Source: an optimization exercise on an open RTL-to-GDS flow (aim: small area, a short achievable clock period and few clock cycles). Production flows keep margins and buffers that such runs may drop. No functional check of the RTL was part of any run shown here. Power is estimated from default activity; no workload was simulated.

==> flow/design.v, too long to show whole: its modules and the start of the top module <==
// module rtc_fields_to_epoch_seconds_unit: 1265 lines
module rtc_fields_to_epoch_seconds_unit (
  input  logic      clk,
  input  logic      rst,
  input  logic      start,
  output logic      busy,
  input  rfes_pkg::rfes_in_t  fields,
  output logic      done,
  output rfes_pkg::rfes_out_t result,
  input  logic      cfg_write,
  input  logic      cfg_index,
  input  logic      cfg_data
);
  // ...
==> flow/flow/run.sh <==
#!/bin/bash
# Standard layout, with the port buffers made of the smallest buffer cell and
# Yosys's generic fine-grained ABC pass skipped, so that the adders written as
# gates reach full-adder extraction as written.
set -euo pipefail
bash standard.sh SYNTH_ARGS=-noabc BUFFER_PORTS_ARGS="-buffer_cell sky130_fd_sc_hd__buf_1" finish > standard_flow.log 2>&1
==> flow/standard.sh <==
#!/bin/bash
# synth_recipe.tcl (not shown) runs the flow's synth.tcl, then flattens the netlist and writes it again
# the make line also repeats each setting of config.mk as NAME=value (left out here)
make -C /OpenROAD-flow-scripts/flow DESIGN_CONFIG=/design/flow/config.mk WORK_HOME=/design/flow/orfs CLKGATE_MAP_FILE= SYNTH_SCRIPT=/design/flow/synth_recipe.tcl "${@:-finish}"
==> flow/config.mk <==
export PLATFORM = sky130hd
export DESIGN_NAME = rtc_fields_to_epoch_seconds_unit
export DESIGN_NICKNAME = rtc_fields_to_epoch_seconds_unit
export VERILOG_FILES = /design/flow/design.v
export SDC_FILE = /design/flow/constraint.sdc
export NUM_CORES = 4
export LEC_CHECK = 0
export CAP_MARGIN = 20
export CORE_MARGIN = 2
export CORE_UTILIZATION = 40
export CTS_BUF_LIST = sky130_fd_sc_hd__clkbuf_8
export SETUP_SLACK_MARGIN = 5.0
export SLEW_MARGIN = 20
==> flow/constraint.sdc <==
create_clock -name core_clock -period 8.0 [get_ports {clk}]
set_input_delay 1.6000 -clock core_clock [delete_from_list [all_inputs] [get_ports {clk}]]
set_output_delay 1.6000 -clock core_clock [all_outputs]
set_load 0.01 [all_outputs]
==> results.toml, run 1 <==
[placed_design]
placed_area_sq_mm = 0.00790
place_hpwl_microns = 11200
place_ws_ns = 4.65

[critical_path]
reg2reg_slack_ns = 5.18
worstSetupStartpointType = "flip-flop"
criticalPathCategory = "flip-flop to flip-flop"

[layout]
fillerInstances = 1774
clock_area_share_pct = 5.84
multi_input_area_sq_mm = 0.00425
layout.nets = 977
seq_cells = 137

[routing]
top_layer = "met4"
wirelength_microns = 14300
dr.first_iter.drc_count = 184
met2_length_microns = 6320

[logic_synthesis]
synth-simple-area-share_pct = 10.4
synth_common_cells = "dfxtp_1 (137), fa_1 (77), inv_1 (76)"
synth_xor_area_share_pct = 3.91
ys_top_cells_by_area = "dfxtp_1 (37%), fa_1 (21%), ha_1 (8.5%)"
synth_cells = 718

[run_status]
status = "no timing/DRC/antenna violations"

[clock_tree]
clk_latency_ns = 0.45

[floorplanning]
fp.dieArea_sq_mm = 0.0196

[power]
p_total_mw = 2.95
p_leak_nw = 3.68

[flow_run]
drv_cap = 0

[grt]
use_met3_pct = 3.49

[min_path]
hold_end = "res_q[6]"
==> run 2: changes to the inputs <==
--- a/flow/design.v
+++ b/flow/design.v
@@ -930,16 +930,38 @@
   logic t274;
   logic t275;
   logic t276;
   logic t277;
   logic t278;
   logic t279;
   logic t280;
   logic t281;
+  logic t282;
+  logic t283;
+  logic t284;
+  logic t285;
+  logic t286;
+  logic t287;
+  logic t288;
+  logic t289;
+  logic t290;
+  logic t291;
+  logic t292;
+  logic t293;
+  logic t294;
+  logic t295;
+  logic t296;
+  logic t297;
+  logic t298;
+  logic t299;
+  logic t300;
+  logic t301;
+  logic t302;
+  logic t303;
   assign t93 = ~q_q[0] ^ day_q[0];
   assign t94 = ~q_q[0] & day_q[0];
   assign t95 = ~q_q[1] ^ day_q[1] ^ day_q[0];
   assign t96 = (~q_q[1] & day_q[1]) | (day_q[0] & (~q_q[1] ^ day_q[1]));
   assign t97 = ~q_q[2] ^ day_q[2];
   assign t98 = ~q_q[2] & day_q[2];
   assign t99 = ~q_q[3] ^ day_q[3] ^ day_q[2];
   assign t100 = (~q_q[3] & day_q[3]) | (day_q[2] & (~q_q[3] ^ day_q[3]));
@@ -1095,56 +1117,75 @@
   assign t250 = ~q_q[3] & r_q[1];
   assign t251 = ~q_q[4] ^ q_q[0] ^ 1'b1;
   assign t252 = (~q_q[4] & q_q[0]) | (1'b1 & (~q_q[4] ^ q_q[0]));
   assign t253 = 1'b1 ^ t201;
   assign t254 = t203 ^ t202;
   assign t255 = t205 ^ t204;
   assign t256 = t207 ^ t206;
   assign t257 = t209 ^ t208;
-  assign t258 = 1'b0 ^ 1'b0;
-  assign t259 = 1'b1 & t201;
-  assign t260 = t203 & t202;
-  assign t261 = t205 & t204;
-  assign t262 = t207 & t206;
-  assign t263 = t209 & t208;
-  assign t264 = 1'b0 & 1'b0;
-  assign t265 = t260 | (t254 & t259);
-  assign t266 = t254 & t253;
-  assign t267 = t262 | (t256 & t261);
-  assign t268 = t256 & t255;
-  assign t269 = t264 | (t258 & t263);
-  assign t270 = t261 | (t255 & t265);
-  assign t271 = t255 & t266;
-  assign t272 = t267 | (t268 & t265);
-  assign t273 = t268 & t266;
-  assign t274 = t263 | (t257 & t272);
-  assign t275 = t257 & t273;
-  assign t276 = t269 | (t258 & t272);
-  assign t277 = t254 ^ t259;
-  assign t278 = t255 ^ t265;
-  assign t279 = t256 ^ t270;
-  assign t280 = t257 ^ t272;
-  assign t281 = t258 ^ t274;
+  assign t258 = t211 ^ t210;
+  assign t259 = t213 ^ t212;
+  assign t260 = t215 ^ t214;
+  assign t261 = 1'b0 ^ 1'b0;
+  assign t262 = 1'b1 & t201;
+  assign t263 = t203 & t202;
+  assign t264 = t205 & t204;
+  assign t265 = t207 & t206;
+  assign t266 = t209 & t208;
+  assign t267 = t211 & t210;
+  assign t268 = t213 & t212;
+  assign t269 = t215 & t214;
+  assign t270 = 1'b0 & 1'b0;
+  assign t271 = t263 | (t254 & t262);
+  assign t272 = t254 & t253;
+  assign t273 = t265 | (t256 & t264);
+  assign t274 = t256 & t255;
+  assign t275 = t267 | (t258 & t266);
+  assign t276 = t258 & t257;
+  assign t277 = t269 | (t260 & t268);
+  assign t278 = t260 & t259;
+  assign t279 = t264 | (t255 & t271);
+  assign t280 = t255 & t272;
+  assign t281 = t273 | (t274 & t271);
+  assign t282 = t274 & t272;
+  assign t283 = t268 | (t259 & t275);
+  assign t284 = t259 & t276;
+  assign t285 = t277 | (t278 & t275);
+  assign t286 = t278 & t276;
+  assign t287 = t266 | (t257 & t281);
+  assign t288 = t257 & t282;
+  assign t289 = t275 | (t276 & t281);
+  assign t290 = t276 & t282;
+  assign t291 = t283 | (t284 & t281);
+  assign t292 = t284 & t282;
+  assign t293 = t285 | (t286 & t281);
+  assign t294 = t286 & t282;
+  assign t295 = t270 | (t261 & t293);
+  assign t296 = t254 ^ t262;
+  assign t297 = t255 ^ t271;
+  assign t298 = t256 ^ t279;
+  assign t299 = t257 ^ t281;
+  assign t300 = t258 ^ t287;
+  assign t301 = t259 ^ t289;
+  assign t302 = t260 ^ t291;
+  assign t303 = t261 ^ t293;
   logic        v2_q;
   logic        err2_q;
   logic        lo_q_0;
   logic        lo_q_1;
   logic        lo_q_2;
   logic        lo_q_3;
   logic        lo_q_4;
   logic        lo_q_5;
   logic        lo_q_6;
+  logic        lo_q_7;
+  logic        lo_q_8;
+  logic        lo_q_9;
   logic        cy_q;
-  logic        cs0_q_7;
-  logic        cs1_q_7;
-  logic        cs0_q_8;
-  logic        cs1_q_8;
-  logic        cs0_q_9;
-  logic        cs1_q_9;
   logic        cs0_q_10;
   logic        cs1_q_10;
   logic        cs0_q_11;
   logic        cs1_q_11;
   logic        cs0_q_12;
   logic        cs1_q_12;
   logic        cs0_q_13;
   logic        cs1_q_13;
@@ -1189,27 +1230,24 @@
       v2_q <= v_q;
     end
   end
   always_ff @(posedge clk) begin
     err2_q <= err_q;
     lo_q_0 <= sec_q[0];
     lo_q_1 <= sec_q[1];
     lo_q_2 <= t253;
-    lo_q_3 <= t277;
-    lo_q_4 <= t278;
-    lo_q_5 <= t279;
-    lo_q_6 <= t280;
-    cy_q <= t281;
-    cs0_q_7 <= t211;
-    cs1_q_7 <= t210;
-    cs0_q_8 <= t213;
-    cs1_q_8 <= t212;
-    cs0_q_9 <= t215;
-    cs1_q_9 <= t214;
+    lo_q_3 <= t296;
+    lo_q_4 <= t297;
+    lo_q_5 <= t298;
+    lo_q_6 <= t299;
+    lo_q_7 <= t300;
+    lo_q_8 <= t301;
+    lo_q_9 <= t302;
+    cy_q <= t303;
     cs0_q_10 <= t217;
     cs1_q_10 <= t216;
     cs0_q_11 <= t219;
     cs1_q_11 <= t218;
     cs0_q_12 <= t221;
     cs1_q_12 <= t220;
     cs0_q_13 <= t223;
     cs1_q_13 <= t222;
@@ -1243,38 +1281,16 @@
     cs1_q_27 <= t250;
     cs0_q_28 <= q_q[1];
     cs1_q_28 <= t252;
     cs0_q_29 <= q_q[2];
     cs1_q_29 <= 1'b1;
     cs0_q_30 <= q_q[3];
     cs0_q_31 <= q_q[4];
   end
-  logic t282;
-  logic t283;
-  logic t284;
-  logic t285;
-  logic t286;
-  logic t287;
-  logic t288;
-  logic t289;
-  logic t290;
-  logic t291;
-  logic t292;
-  logic t293;
-  logic t294;
-  logic t295;
-  logic t296;
-  logic t297;
-  logic t298;
-  logic t299;
-  logic t300;
-  logic t301;
-  logic t302;
-  logic t303;
   logic t304;
   logic t305;
   logic t306;
   logic t307;
   logic t308;
   logic t309;
   logic t310;
   logic t311;
@@ -1426,210 +1442,178 @@
   logic t457;
   logic t458;
   logic t459;
   logic t460;
   logic t461;
   logic t462;
   logic t463;
   logic t464;
-  logic t465;
-  logic t466;
-  logic t467;
-  logic t468;
-  logic t469;
-  assign t282 = cy_q ^ cy_q;
-  assign t283 = cs0_q_7 ^ cs1_q_7;
-  assign t284 = cs0_q_8 ^ cs1_q_8;
-  assign t285 = cs0_q_9 ^ cs1_q_9;
-  assign t286 = cs0_q_10 ^ cs1_q_10;
-  assign t287 = cs0_q_11 ^ cs1_q_11;
-  assign t288 = cs0_q_12 ^ cs1_q_12;
-  assign t289 = cs0_q_13 ^ cs1_q_13;
-  assign t290 = cs0_q_14 ^ cs1_q_14;
-  assign t291 = cs0_q_15 ^ cs1_q_15;
-  assign t292 = cs0_q_16 ^ cs1_q_16;
-  assign t293 = cs0_q_17 ^ cs1_q_17;
-  assign t294 = cs0_q_18 ^ cs1_q_18;
-  assign t295 = cs0_q_19 ^ cs1_q_19;
-  assign t296 = cs0_q_20 ^ cs1_q_20;
-  assign t297 = cs0_q_21 ^ cs1_q_21;
-  assign t298 = cs0_q_22 ^ cs1_q_22;
-  assign t299 = cs0_q_23 ^ cs1_q_23;
-  assign t300 = cs0_q_24 ^ cs1_q_24;
-  assign t301 = cs0_q_25 ^ cs1_q_25;
-  assign t302 = cs0_q_26 ^ cs1_q_26;
-  assign t303 = cs0_q_27 ^ cs1_q_27;
-  assign t304 = cs0_q_28 ^ cs1_q_28;
-  assign t305 = cs0_q_29 ^ cs1_q_29;
-  assign t306 = cs0_q_30 ^ 1'b0;
-  assign t307 = cs0_q_31 ^ 1'b0;
-  assign t308 = cy_q & cy_q;
-  assign t309 = cs0_q_7 & cs1_q_7;
-  assign t310 = cs0_q_8 & cs1_q_8;
-  assign t311 = cs0_q_9 & cs1_q_9;
-  assign t312 = cs0_q_10 & cs1_q_10;
-  assign t313 = cs0_q_11 & cs1_q_11;
-  assign t314 = cs0_q_12 & cs1_q_12;
-  assign t315 = cs0_q_13 & cs1_q_13;
-  assign t316 = cs0_q_14 & cs1_q_14;
-  assign t317 = cs0_q_15 & cs1_q_15;
-  assign t318 = cs0_q_16 & cs1_q_16;
-  assign t319 = cs0_q_17 & cs1_q_17;
-  assign t320 = cs0_q_18 & cs1_q_18;
-  assign t321 = cs0_q_19 & cs1_q_19;
-  assign t322 = cs0_q_20 & cs1_q_20;
-  assign t323 = cs0_q_21 & cs1_q_21;
-  assign t324 = cs0_q_22 & cs1_q_22;
-  assign t325 = cs0_q_23 & cs1_q_23;
-  assign t326 = cs0_q_24 & cs1_q_24;
-  assign t327 = cs0_q_25 & cs1_q_25;
-  assign t328 = cs0_q_26 & cs1_q_26;
-  assign t329 = cs0_q_27 & cs1_q_27;
-  assign t330 = cs0_q_28 & cs1_q_28;
-  assign t331 = cs0_q_29 & cs1_q_29;
-  assign t332 = cs0_q_30 & 1'b0;
-  assign t333 = cs0_q_31 & 1'b0;
-  assign t334 = t309 | (t283 & t308);
-  assign t335 = t283 & t282;
-  assign t336 = t311 | (t285 & t310);
-  assign t337 = t285 & t284;
-  assign t338 = t313 | (t287 & t312);
-  assign t339 = t287 & t286;
-  assign t340 = t315 | (t289 & t314);
-  assign t341 = t289 & t288;
-  assign t342 = t317 | (t291 & t316);
-  assign t343 = t291 & t290;
-  assign t344 = t319 | (t293 & t318);
-  assign t345 = t293 & t292;
-  assign t346 = t321 | (t295 & t320);
-  assign t347 = t295 & t294;
-  assign t348 = t323 | (t297 & t322);
-  assign t349 = t297 & t296;
-  assign t350 = t325 | (t299 & t324);
-  assign t351 = t299 & t298;
-  assign t352 = t327 | (t301 & t326);
-  assign t353 = t301 & t300;
-  assign t354 = t329 | (t303 & t328);
-  assign t355 = t303 & t302;
-  assign t356 = t331 | (t305 & t330);
-  assign t357 = t305 & t304;
-  assign t358 = t333 | (t307 & t332);
-  assign t359 = t310 | (t284 & t334);
-  assign t360 = t284 & t335;
-  assign t361 = t336 | (t337 & t334);
-  assign t362 = t337 & t335;
-  assign t363 = t314 | (t288 & t338);
-  assign t364 = t288 & t339;
-  assign t365 = t340 | (t341 & t338);
-  assign t366 = t341 & t339;
-  assign t367 = t318 | (t292 & t342);
-  assign t368 = t292 & t343;
-  assign t369 = t344 | (t345 & t342);
-  assign t370 = t345 & t343;
-  assign t371 = t322 | (t296 & t346);
-  assign t372 = t296 & t347;
-  assign t373 = t348 | (t349 & t346);
-  assign t374 = t349 & t347;
-  assign t375 = t326 | (t300 & t350);
-  assign t376 = t300 & t351;
-  assign t377 = t352 | (t353 & t350);
-  assign t378 = t353 & t351;
-  assign t379 = t330 | (t304 & t354);
-  assign t380 = t304 & t355;
-  assign t381 = t356 | (t357 & t354);
-  assign t382 = t357 & t355;
-  assign t383 = t312 | (t286 & t361);
-  assign t384 = t286 & t362;
-  assign t385 = t338 | (t339 & t361);
-  assign t386 = t339 & t362;
-  assign t387 = t363 | (t364 & t361);
-  assign t388 = t364 & t362;
-  assign t389 = t365 | (t366 & t361);
-  assign t390 = t366 & t362;
-  assign t391 = t320 | (t294 & t369);
-  assign t392 = t294 & t370;
-  assign t393 = t346 | (t347 & t369);
-  assign t394 = t347 & t370;
-  assign t395 = t371 | (t372 & t369);
-  assign t396 = t372 & t370;
-  assign t397 = t373 | (t374 & t369);
-  assign t398 = t374 & t370;
-  assign t399 = t328 | (t302 & t377);
-  assign t400 = t302 & t378;
-  assign t401 = t354 | (t355 & t377);
-  assign t402 = t355 & t378;
-  assign t403 = t379 | (t380 & t377);
-  assign t404 = t380 & t378;
-  assign t405 = t381 | (t382 & t377);
-  assign t406 = t382 & t378;
-  assign t407 = t316 | (t290 & t389);
-  assign t408 = t290 & t390;
-  assign t409 = t342 | (t343 & t389);
-  assign t410 = t343 & t390;
-  assign t411 = t367 | (t368 & t389);
-  assign t412 = t368 & t390;
-  assign t413 = t369 | (t370 & t389);
-  assign t414 = t370 & t390;
-  assign t415 = t391 | (t392 & t389);
-  assign t416 = t392 & t390;
-  assign t417 = t393 | (t394 & t389);
-  assign t418 = t394 & t390;
-  assign t419 = t395 | (t396 & t389);
-  assign t420 = t396 & t390;
-  assign t421 = t397 | (t398 & t389);
-  assign t422 = t398 & t390;
-  assign t423 = t332 | (t306 & t405);
-  assign t424 = t306 & t406;
-  assign t425 = t358 | (t307 & t405);
-  assign t426 = t324 | (t298 & t421);
-  assign t427 = t298 & t422;
-  assign t428 = t350 | (t351 & t421);
-  assign t429 = t351 & t422;
-  assign t430 = t375 | (t376 & t421);
-  assign t431 = t376 & t422;
-  assign t432 = t377 | (t378 & t421);
-  assign t433 = t378 & t422;
-  assign t434 = t399 | (t400 & t421);
-  assign t435 = t400 & t422;
-  assign t436 = t401 | (t402 & t421);
-  assign t437 = t402 & t422;
-  assign t438 = t403 | (t404 & t421);
-  assign t439 = t404 & t422;
-  assign t440 = t405 | (t406 & t421);
-  assign t441 = t406 & t422;
-  assign t442 = t423 | (t424 & t421);
-  assign t443 = t424 & t422;
-  assign t444 = t425 | (t307 & t421);
-  assign t445 = t283 ^ t308;
-  assign t446 = t284 ^ t334;
-  assign t447 = t285 ^ t359;
-  assign t448 = t286 ^ t361;
-  assign t449 = t287 ^ t383;
-  assign t450 = t288 ^ t385;
-  assign t451 = t289 ^ t387;
-  assign t452 = t290 ^ t389;
-  assign t453 = t291 ^ t407;
-  assign t454 = t292 ^ t409;
-  assign t455 = t293 ^ t411;
-  assign t456 = t294 ^ t413;
-  assign t457 = t295 ^ t415;
-  assign t458 = t296 ^ t417;
-  assign t459 = t297 ^ t419;
-  assign t460 = t298 ^ t421;
-  assign t461 = t299 ^ t426;
-  assign t462 = t300 ^ t428;
-  assign t463 = t301 ^ t430;
-  assign t464 = t302 ^ t432;
-  assign t465 = t303 ^ t434;
-  assign t466 = t304 ^ t436;
-  assign t467 = t305 ^ t438;
-  assign t468 = t306 ^ t440;
-  assign t469 = t307 ^ t442;
-  assign epoch = {t469, t468, t467, t466, t465, t464, t463, t462, t461, t460, t459, t458, t457, t456, t455, t454, t453, t452, t451, t450, t449, t448, t447, t446, t445, lo_q_6, lo_q_5, lo_q_4, lo_q_3, lo_q_2, lo_q_1, lo_q_0};
+  assign t304 = cy_q ^ cy_q;
+  assign t305 = cs0_q_10 ^ cs1_q_10;
+  assign t306 = cs0_q_11 ^ cs1_q_11;
+  assign t307 = cs0_q_12 ^ cs1_q_12;
+  assign t308 = cs0_q_13 ^ cs1_q_13;
+  assign t309 = cs0_q_14 ^ cs1_q_14;
+  assign t310 = cs0_q_15 ^ cs1_q_15;
+  assign t311 = cs0_q_16 ^ cs1_q_16;
+  assign t312 = cs0_q_17 ^ cs1_q_17;
+  assign t313 = cs0_q_18 ^ cs1_q_18;
+  assign t314 = cs0_q_19 ^ cs1_q_19;
+  assign t315 = cs0_q_20 ^ cs1_q_20;
+  assign t316 = cs0_q_21 ^ cs1_q_21;
+  assign t317 = cs0_q_22 ^ cs1_q_22;
+  assign t318 = cs0_q_23 ^ cs1_q_23;
+  assign t319 = cs0_q_24 ^ cs1_q_24;
+  assign t320 = cs0_q_25 ^ cs1_q_25;
+  assign t321 = cs0_q_26 ^ cs1_q_26;
+  assign t322 = cs0_q_27 ^ cs1_q_27;
+  assign t323 = cs0_q_28 ^ cs1_q_28;
+  assign t324 = cs0_q_29 ^ cs1_q_29;
+  assign t325 = cs0_q_30 ^ 1'b0;
+  assign t326 = cs0_q_31 ^ 1'b0;
+  assign t327 = cy_q & cy_q;
+  assign t328 = cs0_q_10 & cs1_q_10;
+  assign t329 = cs0_q_11 & cs1_q_11;
+  assign t330 = cs0_q_12 & cs1_q_12;
+  assign t331 = cs0_q_13 & cs1_q_13;
+  assign t332 = cs0_q_14 & cs1_q_14;
+  assign t333 = cs0_q_15 & cs1_q_15;
+  assign t334 = cs0_q_16 & cs1_q_16;
+  assign t335 = cs0_q_17 & cs1_q_17;
+  assign t336 = cs0_q_18 & cs1_q_18;
+  assign t337 = cs0_q_19 & cs1_q_19;
+  assign t338 = cs0_q_20 & cs1_q_20;
+  assign t339 = cs0_q_21 & cs1_q_21;
+  assign t340 = cs0_q_22 & cs1_q_22;
+  assign t341 = cs0_q_23 & cs1_q_23;
+  assign t342 = cs0_q_24 & cs1_q_24;
+  assign t343 = cs0_q_25 & cs1_q_25;
+  assign t344 = cs0_q_26 & cs1_q_26;
+  assign t345 = cs0_q_27 & cs1_q_27;
+  assign t346 = cs0_q_28 & cs1_q_28;
+  assign t347 = cs0_q_29 & cs1_q_29;
+  assign t348 = cs0_q_30 & 1'b0;
+  assign t349 = cs0_q_31 & 1'b0;
+  assign t350 = t328 | (t305 & t327);
+  assign t351 = t305 & t304;
+  assign t352 = t330 | (t307 & t329);
+  assign t353 = t307 & t306;
+  assign t354 = t332 | (t309 & t331);
+  assign t355 = t309 & t308;
+  assign t356 = t334 | (t311 & t333);
+  assign t357 = t311 & t310;
+  assign t358 = t336 | (t313 & t335);
+  assign t359 = t313 & t312;
+  assign t360 = t338 | (t315 & t337);
+  assign t361 = t315 & t314;
+  assign t362 = t340 | (t317 & t339);
+  assign t363 = t317 & t316;
+  assign t364 = t342 | (t319 & t341);
+  assign t365 = t319 & t318;
+  assign t366 = t344 | (t321 & t343);
+  assign t367 = t321 & t320;
+  assign t368 = t346 | (t323 & t345);
+  assign t369 = t323 & t322;
+  assign t370 = t348 | (t325 & t347);
+  assign t371 = t325 & t324;
+  assign t372 = t329 | (t306 & t350);
+  assign t373 = t306 & t351;
+  assign t374 = t352 | (t353 & t350);
+  assign t375 = t353 & t351;
+  assign t376 = t333 | (t310 & t354);
+  assign t377 = t310 & t355;
+  assign t378 = t356 | (t357 & t354);
+  assign t379 = t357 & t355;
+  assign t380 = t337 | (t314 & t358);
+  assign t381 = t314 & t359;
+  assign t382 = t360 | (t361 & t358);
+  assign t383 = t361 & t359;
+  assign t384 = t341 | (t318 & t362);
+  assign t385 = t318 & t363;
+  assign t386 = t364 | (t365 & t362);
+  assign t387 = t365 & t363;
+  assign t388 = t345 | (t322 & t366);
+  assign t389 = t322 & t367;
+  assign t390 = t368 | (t369 & t366);
+  assign t391 = t369 & t367;
+  assign t392 = t349 | (t326 & t370);
+  assign t393 = t331 | (t308 & t374);
+  assign t394 = t308 & t375;
+  assign t395 = t354 | (t355 & t374);
+  assign t396 = t355 & t375;
+  assign t397 = t376 | (t377 & t374);
+  assign t398 = t377 & t375;
+  assign t399 = t378 | (t379 & t374);
+  assign t400 = t379 & t375;
+  assign t401 = t339 | (t316 & t382);
+  assign t402 = t316 & t383;
+  assign t403 = t362 | (t363 & t382);
+  assign t404 = t363 & t383;
+  assign t405 = t384 | (t385 & t382);
+  assign t406 = t385 & t383;
+  assign t407 = t386 | (t387 & t382);
+  assign t408 = t387 & t383;
+  assign t409 = t347 | (t324 & t390);
+  assign t410 = t324 & t391;
+  assign t411 = t370 | (t371 & t390);
+  assign t412 = t371 & t391;
+  assign t413 = t392 | (t326 & t390);
+  assign t414 = t335 | (t312 & t399);
+  assign t415 = t312 & t400;
+  assign t416 = t358 | (t359 & t399);
+  assign t417 = t359 & t400;
+  assign t418 = t380 | (t381 & t399);
+  assign t419 = t381 & t400;
+  assign t420 = t382 | (t383 & t399);
+  assign t421 = t383 & t400;
+  assign t422 = t401 | (t402 & t399);
+  assign t423 = t402 & t400;
+  assign t424 = t403 | (t404 & t399);
+  assign t425 = t404 & t400;
+  assign t426 = t405 | (t406 & t399);
+  assign t427 = t406 & t400;
+  assign t428 = t407 | (t408 & t399);
+  assign t429 = t408 & t400;
+  assign t430 = t343 | (t320 & t428);
+  assign t431 = t320 & t429;
+  assign t432 = t366 | (t367 & t428);
+  assign t433 = t367 & t429;
+  assign t434 = t388 | (t389 & t428);
+  assign t435 = t389 & t429;
+  assign t436 = t390 | (t391 & t428);
+  assign t437 = t391 & t429;
+  assign t438 = t409 | (t410 & t428);
+  assign t439 = t410 & t429;
+  assign t440 = t411 | (t412 & t428);
+  assign t441 = t412 & t429;
+  assign t442 = t413 | (t326 & t428);
+  assign t443 = t305 ^ t327;
+  assign t444 = t306 ^ t350;
+  assign t445 = t307 ^ t372;
+  assign t446 = t308 ^ t374;
+  assign t447 = t309 ^ t393;
+  assign t448 = t310 ^ t395;
+  assign t449 = t311 ^ t397;
+  assign t450 = t312 ^ t399;
+  assign t451 = t313 ^ t414;
+  assign t452 = t314 ^ t416;
+  assign t453 = t315 ^ t418;
+  assign t454 = t316 ^ t420;
+  assign t455 = t317 ^ t422;
+  assign t456 = t318 ^ t424;
+  assign t457 = t319 ^ t426;
+  assign t458 = t320 ^ t428;
+  assign t459 = t321 ^ t430;
+  assign t460 = t322 ^ t432;
+  assign t461 = t323 ^ t434;
+  assign t462 = t324 ^ t436;
+  assign t463 = t325 ^ t438;
+  assign t464 = t326 ^ t440;
+  assign epoch = {t464, t463, t462, t461, t460, t459, t458, t457, t456, t455, t454, t453, t452, t451, t450, t449, t448, t447, t446, t445, t444, t443, lo_q_9, lo_q_8, lo_q_7, lo_q_6, lo_q_5, lo_q_4, lo_q_3, lo_q_2, lo_q_1, lo_q_0};
   logic        v3_q;
   logic [32:0] res_q;
   always_ff @(posedge clk) begin
     if (rst) begin
       v3_q <= 1'b0;
     end else begin
       v3_q <= v2_q;
     end
==> results.toml, run 2 <==
[run_status]
status = "no timing/DRC/antenna violations"

[critical_path]
setup.worst_path.end_class = "flip-flop"
crit_start = "monb_q[0]"
crit_fanout = 14
cpMostUsedCell = "a21o_1"
cp_top_family = "adder cells"
worstPathCellList = "or2_2 -> a22oi_1 -> nand4_1 -> ha_1 -> fa_1 -> ha_1 -> a21o_1 -> a21o_1 -> a21o_1"
critPathSlowestCell = "fa_1"
worstSetupStartpointType = "flip-flop"
slowest_delay_ns = 0.43
cp.required_ns = 8.33
worstPathArrival_ns = 3.22
regToRegStartpoint = "monb_q[0]"
criticalPathCategory = "flip-flop to flip-flop"
worst-path-buf-inv = 0

[power]
p_total_mw = 2.82
clkPwrFrac_pct = 19.7
p_seq_share_pct = 36.2
p_switching_mw = 1.02
powerDensity_mw_per_mm2 = 340
switching_share_pct = 36.3
p_leak_nw = 3.69
p_int_mw = 1.79
p_comb_share_pct = 44.2
ir_drop_uv = 136

[routing]
wirelength_microns = 14500
num_vias = 5152
drc = 0
viasPerCell = 4.97
dr.first_iter.drc_count = 223
post_drt_wl_per_cell_microns = 14.0
ant_nets = 0
first_pass_iters = 4

[logic_synthesis]
syn_area_per_cell_sq_um = 10.2
synth-seq-cells = 134
yosys_warnings = 1
synth-edff-count = 0
synth_cells = 720
synth_flop_cell = "dfxtp_1"
ys_top_cells_by_area = "dfxtp_1 (36%), fa_1 (21%), ha_1 (8.7%)"
synth_top_area_share_pct = 36.4
yosys.cell_count.top_type = "dfxtp_1"
synth_top_area_cell = "dfxtp_1"
async_reset_ff_share_pct = 0
synth_common_cells = "dfxtp_1 (134), inv_1 (84), fa_1 (77)"
seq_area_frac_synth_pct = 36.4
netlist_area_sq_mm = 0.00737
synthesis.nets = 902
synth_cell_type_count = 60

[min_path]
hold_start = "sec_q[0]"
hold_path.class = "flip-flop to flip-flop"

[timing]
drv_slew = 0
fin_crit_ns = 2.89
hold_viol_final = 0
worst_pin_slew_ns = 0.639
finalSetupViolCount = 0
fmax_ghz = 0.346
relSlewSlack_pct = 57.4
fin_crit_sh_pct = 36.2
rsz0062_at_grt = "no"
skew_ns = 0.0142
setup_tns_ns = 0

[layout]
areaGrowthSynthToFinish_pct = 12.3
layout_common_cells = "dfxtp_1 (128), inv_1 (87), buf_1 (87), fa_1 (76), ha_1 (51)"
final_cell_area_sq_mm = 0.00828
layout-drive-gt1-share_pct = 4.95
n_antenna_cell = 0
layout.nets = 979
layout_commonest_cell = "dfxtp_1"
top_register = "res_q"
largest_reg_flops = 33

[clock_tree]
cts_buffers = 17
cts-htree-levels = 4
root_buffer = "clkbuf_8"
clock_path_buffers = 2
cts_tree = "done"
clk_latency_ns = 0.44
cts.clk_slew.worst_paths_ns = 0.07
cts_setup_buffers = 0
cts_num_sinks = 134

[placed_design]
io_buffers = 87
globalplace.congestion = 0.836
place_hpwl_microns = 11400
placed_area_sq_mm = 0.00788

[floorplanning]
die_h_microns = 140
rows = 49
core_area_sq_mm = 0.0180
die_w_microns = 140
ios = 89
start_util_pct = 40.9
fp.dieArea_sq_mm = 0.0195

[grt]
gr-total-overflow = 0
antenna_found_initial = 0
grt_max_degree = 34
grt_usage_pct = 15.7
grt_first_pass_wirelength_microns = 24400
grt_pass1_vias = 4996

[flow_run]
drv_cap = 0
==> run 2: area by class of cell <==
cell class,instances,area (sq um)
fill,1767,9750
multi-input combinational,472,4260
sequential,134,2690
timing repair buffer,88,334
inverter,84,315
tap,229,287
clock buffer,18,248
clock inverter,12,140
==> run 2: final timing paths <==
path	endpoint	slack, ns	cells after the start
worst max-delay path	cy_q	5.11	9
worst min-delay path	lo_q_0	0.33	0
worst max register to register	cy_q	5.11	9
worst min register to register	lo_q_0	0.33	0
==> run 2: power by group through the flow <==
stage	Clock (mW)	Sequential [mW]	Combinational, mW
after floorplan	0	1.05	0.897
after global placement	0	1.04	1.25
after detailed placement	0	1.04	1.26
after CTS	0.578	1.02	1.27
after global routing	0.606	1.04	1.45
final	0.555	1.02	1.24
==> run 2: layer usage <==
metal	routed length, microns	vias to the layer above	global-route usage [%]
met1	6970	2412	21.4
met3	739	13	3.75
met5	0	-	0
met2	6670	144	24.9
li1	-	2583	-
met4	159	0	5.21
==> run 2: logic make-up (layout without fill, tap and decap cells) <==
kind of cell	count (synthesis)	in the layout	share of synthesized area [%]
adder cells (fa/ha/maj)	129	129	29.7
AND/OR/NAND/NOR	143	143	9.16
flip-flops	134	134	36.4
multiplexers	4	4	0.560
XOR/XNOR	33	33	3.92
buffers and inverters	114	202	5.85
AO/OA/AOI/OAI	162	162	14.4
other	1	1	0.0509
==> run 2: metrics by stage <==
stage | setup slack, ns | hold slack, ns | cells | util [%]
6_report | 5.11 | 0.327 | 1037 | 45.9
4_1_cts | 5.01 | 0.328 | 1037 | 45.9
3_3_place_gp | 4.84 | 0.310 | 1007 | 43.7
2_1_floorplan | 5.03 | 0.310 | 720 | -
5_1_grt | 5.00 | 0.332 | 1037 | 45.9
3_5_place_dp | 4.78 | 0.312 | 1007 | 43.7
==> run 2: repair_timing <==
item | in CTS | in global routing
hold buffers | 0 | 0
resized for setup | 1 | 6
endpoints found under the setup margin | 1 | 2
pin swaps | 0 | 1

## port drivers added, routing unchanged
The results above use ideal ports. As a check the final layouts listed here were re-extracted and re-timed, cells and wires unchanged.
Step 1 sets driving cells, clkbuf_16 on the clock port and buf_2 on the other inputs (assumed; they add their load-dependent delay and slew).
Step 2 moves the port delays by t, midway between the first and last clock arrival at a register: inputs arrive t later, outputs are due t later. That takes back most of the time a late clock gives input paths.
a / b / c = ideal ports / drivers / drivers and shift; a / b = the first two.
| run | t (ns) | slack for setup (ns) | hold WS [ns] |
|---|---|---|---|
| run 1 | 0.476 | 5.176 / 5.176 / 4.745 | 0.329 / 0.329 / 0.329 |
| run 2 | 0.467 | 5.108 / 5.108 / 4.776 | 0.327 / 0.327 / 0.327 |
After both steps every run listed still meets setup and hold. The setup slack of run 1, which loses most, moves by 0.000 ns with the drivers and by -0.431 ns with both steps.
